From an optimization exercise on the open Yosys and OpenROAD flow, aimed at small area; shortcuts taken in it are not production practice. Function was checked by simulation only, so behaviour that the tests miss may differ from the original. Power and IR drop assume default switching activity.

==> design.v <==
`default_nettype none
package aurora_pkg;
    localparam int PAYLOAD_W  = 64;
    localparam int HDR_W      = 2;
    localparam int BLOCK_W    = PAYLOAD_W + HDR_W;
    localparam int WORD_W     = 32;
    localparam int BYTE_W     = 8;
    localparam int WORD_BEATS = WORD_W / BYTE_W;
    typedef enum logic [HDR_W-1:0] {
        SH_BAD0 = 2'b00,
        SH_DATA = 2'b01,
        SH_CTRL = 2'b10,
        SH_BAD3 = 2'b11
    } sync_hdr_e;
    typedef enum logic {
        BS_SEARCH = 1'b0,
        BS_LOCKED = 1'b1
    } bsync_state_e;
endpackage
`default_nettype wire
`timescale 1ns/1ps
`default_nettype none
import aurora_pkg::*;
module tx_lane
(
    input  logic                 clk160,
    input  logic                 rst,
    input  logic [aurora_pkg::PAYLOAD_W-1:0] data_i,
    input  aurora_pkg::sync_hdr_e            sync_i,
    output logic                 data_next_o,
    output logic [aurora_pkg::BYTE_W-1:0]    byte_o
);
    localparam int CAT_W  = BLOCK_W + WORD_W;
    localparam int FILL_W = $clog2(CAT_W + 1);
    localparam int BEAT_W = $clog2(WORD_BEATS);
    logic [BEAT_W-1:0] beat_q;
    logic              slot;
    logic              need_blk;
    logic [BLOCK_W-1:0] bits_q;
    logic [FILL_W-1:0]  fill_q;
    logic [CAT_W-1:0]   cat;
    logic [FILL_W-1:0]  cat_fill;
    logic [WORD_W-1:0]  shreg_q;
    assign slot     = (beat_q == BEAT_W'(WORD_BEATS - 1));
    assign need_blk = slot && (fill_q < FILL_W'(WORD_W));
    always_comb begin
        cat      = {{WORD_W{1'b0}}, bits_q};
        cat_fill = fill_q;
        if (need_blk) begin
            cat      = cat | ({{WORD_W{1'b0}}, data_i, sync_i} << fill_q);
            cat_fill = fill_q + FILL_W'(BLOCK_W);
        end
    end
    assign data_next_o = need_blk;
    always_ff @(posedge clk160) begin
        if (rst) begin
            beat_q  <= '0;
            fill_q  <= '0;
            bits_q  <= '0;
            shreg_q <= '0;
        end else begin
            if (slot) begin
                beat_q <= '0;
            end else begin
                beat_q <= beat_q + 1'b1;
            end
            if (slot) begin
                bits_q  <= cat[CAT_W-1:WORD_W];
                fill_q  <= cat_fill - FILL_W'(WORD_W);
                shreg_q <= cat[WORD_W-1:0];
            end else begin
                shreg_q <= shreg_q >> BYTE_W;
            end
        end
    end
    assign byte_o = shreg_q[BYTE_W-1:0];
endmodule
`default_nettype wire
`timescale 1ns/1ps
`default_nettype none
import aurora_pkg::*;
module rx_gearbox
(
    input  logic               clk160,
    input  logic               rst,
    input  logic [aurora_pkg::BYTE_W-1:0]  byte_i,
    input  logic               slip_i,
    output logic [aurora_pkg::BLOCK_W-1:0] block_o,
    output logic               block_valid_o
);
    localparam int CAT_W  = BLOCK_W + WORD_W;
    localparam int FILL_W = $clog2(CAT_W + 1);
    localparam int BEAT_W = $clog2(WORD_BEATS);
    logic [BEAT_W-1:0] beat_q;
    logic [WORD_W-1:0] word_q;
    logic [WORD_W-1:0] word_full;
    logic              word_done;
    logic [CAT_W-1:0]  buf_q;
    logic [FILL_W-1:0] fill_q;
    logic              emit;
    logic [CAT_W-1:0]  rem_buf;
    logic [FILL_W-1:0] rem_fill;
    logic [CAT_W-1:0]  cat_buf;
    logic [FILL_W-1:0] cat_fill;
    logic              slip_pend_q;
    logic              slip_req;
    logic              slip_go;
    assign word_done = (beat_q == BEAT_W'(WORD_BEATS - 1));
    assign word_full = {byte_i, word_q[WORD_W-1:BYTE_W]};
    assign emit = (fill_q >= FILL_W'(BLOCK_W));
    always_comb begin
        rem_buf  = buf_q;
        rem_fill = fill_q;
        if (emit) begin
            rem_buf  = buf_q >> BLOCK_W;
            rem_fill = fill_q - FILL_W'(BLOCK_W);
        end
        cat_buf  = rem_buf;
        cat_fill = rem_fill;
        if (word_done) begin
            cat_buf  = rem_buf | ({{BLOCK_W{1'b0}}, word_full} << rem_fill);
            cat_fill = rem_fill + FILL_W'(WORD_W);
        end
        slip_req = slip_i || slip_pend_q;
        slip_go  = slip_req && (cat_fill != '0);
    end
    always_ff @(posedge clk160) begin
        if (rst) begin
            beat_q        <= '0;
            buf_q         <= '0;
            fill_q        <= '0;
            slip_pend_q   <= 1'b0;
            block_valid_o <= 1'b0;
        end else begin
            if (word_done) begin
                beat_q <= '0;
            end else begin
                beat_q <= beat_q + 1'b1;
            end
            if (slip_go) begin
                buf_q  <= cat_buf >> 1;
                fill_q <= cat_fill - 1'b1;
            end else begin
                buf_q  <= cat_buf;
                fill_q <= cat_fill;
            end
            slip_pend_q   <= slip_req && !slip_go;
            block_valid_o <= emit;
        end
    end
    always_ff @(posedge clk160) begin
        word_q <= word_full;
        if (emit) begin
            block_o <= buf_q[BLOCK_W-1:0];
        end
    end
endmodule
`default_nettype wire
`timescale 1ns/1ps
`default_nettype none
import aurora_pkg::*;
module block_sync
#(
    parameter int SH_CNT_MAX     = 64,
    parameter int SH_INVALID_MAX = 16
) (
    input  logic      clk160,
    input  logic      rst,
    input  aurora_pkg::sync_hdr_e hdr_i,
    input  logic      hdr_valid_i,
    output logic      slip_o,
    output logic      lock_o
);
    localparam int CNT_W = $clog2(SH_CNT_MAX + 1);
    localparam int INV_W = $clog2(SH_INVALID_MAX + 1);
    aurora_pkg::bsync_state_e     state_q;
    logic [CNT_W-1:0] sh_cnt_q;
    logic [INV_W-1:0] inv_cnt_q;
    logic [INV_W-1:0] inv_cnt_nxt;
    logic             skip_q;
    logic             hdr_ok;
    logic             window_end;
    assign hdr_ok      = (hdr_i == SH_DATA) || (hdr_i == SH_CTRL);
    assign window_end  = (sh_cnt_q == CNT_W'(SH_CNT_MAX - 1));
    assign inv_cnt_nxt = inv_cnt_q + INV_W'(!hdr_ok);
    always_ff @(posedge clk160) begin
        if (rst) begin
            state_q   <= BS_SEARCH;
            sh_cnt_q  <= '0;
            inv_cnt_q <= '0;
            skip_q    <= 1'b0;
            slip_o    <= 1'b0;
        end else begin
            slip_o <= 1'b0;
            if (hdr_valid_i) begin
                if (skip_q) begin
                    skip_q <= 1'b0;
                end else begin
                    case (state_q)
                        BS_SEARCH: begin
                            if (!hdr_ok) begin
                                slip_o   <= 1'b1;
                                skip_q   <= 1'b1;
                                sh_cnt_q <= '0;
                            end else if (window_end) begin
                                state_q   <= BS_LOCKED;
                                sh_cnt_q  <= '0;
                                inv_cnt_q <= '0;
                            end else begin
                                sh_cnt_q <= sh_cnt_q + 1'b1;
                            end
                        end
                        BS_LOCKED: begin
                            if (inv_cnt_nxt == INV_W'(SH_INVALID_MAX)) begin
                                state_q   <= BS_SEARCH;
                                slip_o    <= 1'b1;
                                skip_q    <= 1'b1;
                                sh_cnt_q  <= '0;
                                inv_cnt_q <= '0;
                            end else if (window_end) begin
                                sh_cnt_q  <= '0;
                                inv_cnt_q <= '0;
                            end else begin
                                sh_cnt_q  <= sh_cnt_q + 1'b1;
                                inv_cnt_q <= inv_cnt_nxt;
                            end
                        end
                        default: state_q <= BS_SEARCH;
                    endcase
                end
            end
        end
    end
    assign lock_o = (state_q == BS_LOCKED);
endmodule
`default_nettype wire
`timescale 1ns/1ps
`default_nettype none
import aurora_pkg::*;
module aurora_lane
#(
    parameter int SH_CNT_MAX     = 64,
    parameter int SH_INVALID_MAX = 16
) (
    input  logic                 clk160,
    input  logic                 rst,
    input  logic [aurora_pkg::PAYLOAD_W-1:0] tx_data_i,
    input  aurora_pkg::sync_hdr_e            tx_sync_i,
    output logic                 tx_data_next_o,
    output logic [aurora_pkg::BYTE_W-1:0]    tx_byte_o,
    input  logic [aurora_pkg::BYTE_W-1:0]    rx_byte_i,
    output logic [aurora_pkg::PAYLOAD_W-1:0] rx_data_o,
    output aurora_pkg::sync_hdr_e            rx_sync_o,
    output logic                 rx_valid_o,
    output logic                 block_lock_o
);
    logic [BLOCK_W-1:0] rx_block;
    logic               rx_block_valid;
    logic               slip;
    tx_lane u_tx_lane (
        .clk160      (clk160),
        .rst         (rst),
        .data_i      (tx_data_i),
        .sync_i      (tx_sync_i),
        .data_next_o (tx_data_next_o),
        .byte_o      (tx_byte_o)
    );
    rx_gearbox u_rx_gearbox (
        .clk160        (clk160),
        .rst           (rst),
        .byte_i        (rx_byte_i),
        .slip_i        (slip),
        .block_o       (rx_block),
        .block_valid_o (rx_block_valid)
    );
    assign rx_sync_o = aurora_pkg::sync_hdr_e'(rx_block[HDR_W-1:0]);
    assign rx_data_o = rx_block[BLOCK_W-1:HDR_W];
    block_sync #(
        .SH_CNT_MAX     (SH_CNT_MAX),
        .SH_INVALID_MAX (SH_INVALID_MAX)
    ) u_block_sync (
        .clk160      (clk160),
        .rst         (rst),
        .hdr_i       (rx_sync_o),
        .hdr_valid_i (rx_block_valid),
        .slip_o      (slip),
        .lock_o      (block_lock_o)
    );
    assign rx_valid_o = rx_block_valid && block_lock_o;
endmodule
`default_nettype wire
==> run.sh <==
#!/bin/bash
# synth_recipe.tcl (not shown) runs the flow's synth.tcl, then flattens the netlist and writes it again
# the make line also repeats each setting of config.mk as NAME=value (left out here)
make -C /OpenROAD-flow-scripts/flow DESIGN_CONFIG=/design/flow/config.mk WORK_HOME=/design/flow/orfs CLKGATE_MAP_FILE= SYNTH_SCRIPT=/design/flow/synth_recipe.tcl finish
==> config.mk <==
export PLATFORM = sky130hd
export DESIGN_NAME = aurora_lane
export DESIGN_NICKNAME = aurora_lane
export VERILOG_FILES = /design/flow/design.v
export SDC_FILE = /design/flow/constraint.sdc
export NUM_CORES = 4
export LEC_CHECK = 0
export CAP_MARGIN = 20
export CORE_MARGIN = 2
export CORE_UTILIZATION = 40
export SLEW_MARGIN = 20
==> constraint.sdc <==
create_clock -name core_clock -period 6.25 [get_ports {clk160}]
set_input_delay 1.2500 -clock core_clock [delete_from_list [all_inputs] [get_ports {clk160}]]
set_output_delay 1.2500 -clock core_clock [all_outputs]
set_load 0.01 [all_outputs]
==> impl_metrics.csv <==
group,metric,value,unit
outcome,status,"finished clean",
detailed_routing,via_per_inst,6.26,
setup_path,ff2ff_path_depth,12,
power_and_ir_drop,power-per-cell-area,234,mW/mm2
place,io_buffers,152,
timing,tightest_slew,1.26,ns
synth,ys_seq_area_share,37.7,%
clocking,clockBufferDepth,3,
place,gp_congestion,1.03,
timing,rsz0062_at_grt,"false",
timing,drv_slew,0,
synth,synth_flop_cell,"dfxtp_1",
detailed_routing,remaining_drc_errors,0,
layout,area_growth,18.1,%
layout,layout.nets,2306,
global_routing,grt_max_degree,122,
synth,yosysUniqueCellTypes,88,
setup_path,required,6.74,ns
floorplanning,core,0.0464,mm2
layout,layout-drive-gt1-share,12.0,%
timing,slew_headroom,16.0,%
synth,netlist_instances,2162,
timing,fin_crit_sh,79.8,%
timing,fin_worst_skew,0.0359,ns
detailed_routing,first_pass_iters,6,
detailed_routing,final_antenna_net_count,0,
timing,finalSetupViolCount,0,
setup_path,timing.rr.end,"u_rx_gearbox.buf_q[74]$_SDFF_PP0_",
place,post-place-ws,1.61,ns
synth,netlist.area_leader.share,27.1,%
clocking,clk_pin_slew,0.07,ns
floorplanning,die_y,220,um
detailed_routing,vias,17900,
detailed_routing,wire_per_inst,25.2,um
synth,ys.warnings.count,3,
synth,synth_common_cells,"nor2_1, dfxtp_1, nand2_1, a21oi_1, mux2i_1",
global_routing,grt_antenna_before_repair,0,
power_and_ir_drop,power,5.17,mW
floorplanning,fp-row-count,79,
clocking,cts_resized,0,
floorplanning,pin_count,153,
clocking,insertion_delay,0.59,ns
detailed_routing,drt_iter0_markers,1943,
setup_path,end_kind,"register",
floorplanning,die_x,220,um
place,hpwl,52300,um
clocking,clock-root-buffer,"clkbuf_16",
global_routing,grt_pass1_wl,108000,um
hold_path,hold_class,"register to register",
synth,synth.largest_area_cell,"dfxtp_1",
synth,synthesis.area,0.0187,mm2
setup_path,ff2ff_setup_slack,1.27,ns
power_and_ir_drop,p_leak,7.32,nW
synth,synth_most_common_cell,"nor2_1",
clocking,cts.sinks,320,
timing,hold_viol,0,
setup_path,critPathKind,"register to register",
timing,clock.fmax,0.201,GHz
synth,synth_edf_count,66,
setup_path,r2r-start,"u_rx_gearbox.fill_q[6]$_SDFF_PP0_",
synth,async_flop_share,0,%
run,cap_violations,0,
synth,synth_area_leaders,"dfxtp_1, edfxtp_1, mux2i_1",
synth,synth.avg_cell_area,8.66,um2
clocking,hold_buffers,0,
setup_path,start_kind,"register",
clocking,cts_setup_buffers,0,
hold_path,holdPathEnd,"u_rx_gearbox.word_q[9]$_DFF_P_",
setup_path,cp_max_fo,22,
clocking,htreeDepth,2,
hold_path,min_path_cells,0,
global_routing,grt_pass1_vias,16800,
timing,setup_ws,1.27,ns
power_and_ir_drop,peakVddDrop,0.247,mV
synth,ys_seq_elements,320,
detailed_routing,routed_wl,72200,um
clocking,cts_buffers,39,
clocking,tritoncts,"yes",
layout,diodes,0,
global_routing,grt-ovfl-total,0,
floorplanning,dieArea,0.0486,mm2
global_routing,grt_usage,29.5,%
synth,syn-num-nets,2245,
floorplanning,initial_core_util,40.4,%
setup_path,crit_arrival,5.48,ns
timing,period_minus_slack,4.98,ns
place,post_dp_cell_area,0.0208,mm2
hold_path,min-delay-start,"u_rx_gearbox.word_q[17]$_DFF_P_",
layout,design_area,0.0221,mm2
timing,finalSetupTns,0,ns
-- worst max path at each step --
stage                                            startpoint                                end  slack (ns)  cells after the start
after floorplan           u_rx_gearbox.fill_q[1]$_SDFF_PP0_   u_rx_gearbox.buf_q[8]$_SDFF_PP0_        1.35                     15
after global routing      u_rx_gearbox.fill_q[6]$_SDFF_PP0_  u_rx_gearbox.buf_q[10]$_SDFF_PP0_        1.11                     12
final                     u_rx_gearbox.fill_q[6]$_SDFF_PP0_  u_rx_gearbox.buf_q[74]$_SDFF_PP0_        1.27                     12
after global placement    u_rx_gearbox.fill_q[6]$_SDFF_PP0_  u_rx_gearbox.buf_q[63]$_SDFF_PP0_        1.69                     12
after CTS                 u_rx_gearbox.fill_q[6]$_SDFF_PP0_  u_rx_gearbox.buf_q[26]$_SDFF_PP0_        1.59                     12
after detailed placement  u_rx_gearbox.fill_q[6]$_SDFF_PP0_  u_rx_gearbox.buf_q[26]$_SDFF_PP0_        1.61                     12
-- layer usage --
metal / up-vias / track usage [%] / part of all wire, %
li1: 8194 / - / -
met1: 8613 / 41.8 / 44
met2: 908 / 44.0 / 44
met3: 183 / 5.50 / 8.0
met4: 0 / 12.4 / 4.5
met5: - / 0 / 0
-- layout by cell type, fill, tap and decap left out, types with 7 or more instances in the layout --
cell / count
a211oi_1: 112
a21o_1: 10
a21oi_1: 168
a221o_1: 15
a221oi_1: 23
a22o_1: 9
a22oi_1: 50
a311oi_1: 8
a31oi_1: 7
a32oi_1: 13
and2_1: 21
and3_1: 13
buf_4: 64
clkbuf_16: 42
clkbuf_8: 7
clkdlybuf4s50_1: 151
dfxtp_1: 249
edfxtp_1: 66
inv_1: 11
mux2_2: 47
mux2i_1: 138
mux4_2: 47
nand2_1: 209
nand2b_1: 9
nand3_1: 36
nor2_1: 341
nor2b_1: 14
nor3_1: 62
o211ai_1: 26
o21ai_0: 74
o221ai_1: 17
o22ai_1: 35
or3_1: 9
-- state kept, by name, indices dropped and copies added, names as in the netlist --
name                        flops
u_rx_gearbox.block_o           66
u_block_sync.sh_cnt_q           7
u_block_sync.slip_o             1
u_rx_gearbox.block_valid_o      1
u_block_sync.skip_q             1
u_block_sync.inv_cnt_q          5
u_rx_gearbox.fill_q             7
u_rx_gearbox.word_q            24
u_block_sync.state_q            1
u_rx_gearbox.buf_q             98
u_tx_lane.beat_q                2
u_rx_gearbox.slip_pend_q        1
u_tx_lane.fill_q                6
u_tx_lane.shreg_q              32
u_rx_gearbox.beat_q             2
u_tx_lane.bits_q               66
-- area by class of cell --
cell class	instances	area [um2]
Clock buffer	54	1170
Clock inverter	18	188
Fill cell	4489	24200
Inverter	14	55.1
Multi-Input combinational cell	1629	10800
Sequential cell	320	7080
Tap cell	607	759
Timing Repair Buffer	219	2060
-- through the flow --
step / cells / util, % / hold slack (ns)
final: 2861 / 47.7 / 0.355
after global routing: 2861 / 47.7 / 0.364
after CTS: 2861 / 47.7 / 0.349
after detailed placement: 2789 / 44.8 / 0.354
after global placement: 2789 / 44.8 / 0.356
after floorplan: 2162 / - / 0.342
-- worst max-delay path, cell delays in order, from the launching register on --
cell and delay, ns:
dfxtp_1 0.81, clkinv_1 0.45, nor2_1 0.61, a21oi_4 0.07, inv_4 0.10, a21o_1 0.55, buf_12 0.24, mux2i_1 0.30
mux2i_4 0.15, a21oi_1 1.00, a221o_1 0.39, nor2_1 0.06, nor3_1 0.14
-- where the power goes --
part / internal, mW / switching (mW)
clock network: 1.41 / 0.971
logic: 0.233 / 0.374
registers: 2.15 / 0.0392
total: 3.79 / 1.38
-- kinds of logic (layout without fill, tap and decap cells) --
family | Yosys count | count (layout) | share of synthesized area, %
flops | 320 | 320 | 37.7
fa+ha+maj | 7 | 7 | 0.468
xor+xnor | 7 | 7 | 0.327
buf+inv | 213 | 305 | 4.83
simple gates | 746 | 746 | 17.2
compound gates | 633 | 633 | 23.2
mux | 236 | 236 | 16.2

==> afterwards: timing with drivers on the ports <==
How much do the figures lean on ideal ports? The routed layout below was timed once more, with nothing changed but the port constraints.
Step 1: set_driving_cell puts a clkbuf_16 on clk160 and a buf_2 on each other input, an assumption about the parent block.
Step 2 moves the port delays by t, midway between the first and last clock arrival at a register: inputs arrive t later, outputs are due t later. That takes back most of the time a late clock gives input paths.
Slacks: ideal / step 1 / step 2; pairs: ideal / step 1.
t (ns): 0.621
slack for setup (ns): 1.266 / 1.266 / 1.266
hold slack, ns: 0.355 / 0.355 / 0.355
worst setup path at the end: register to register
slew at the worst register clock pin (ns): 0.07 / 0.07
After both steps setup and hold are still met in this run. For this run, drivers alone change the setup slack by 0.000 ns; drivers and shift together by 0.000 ns.
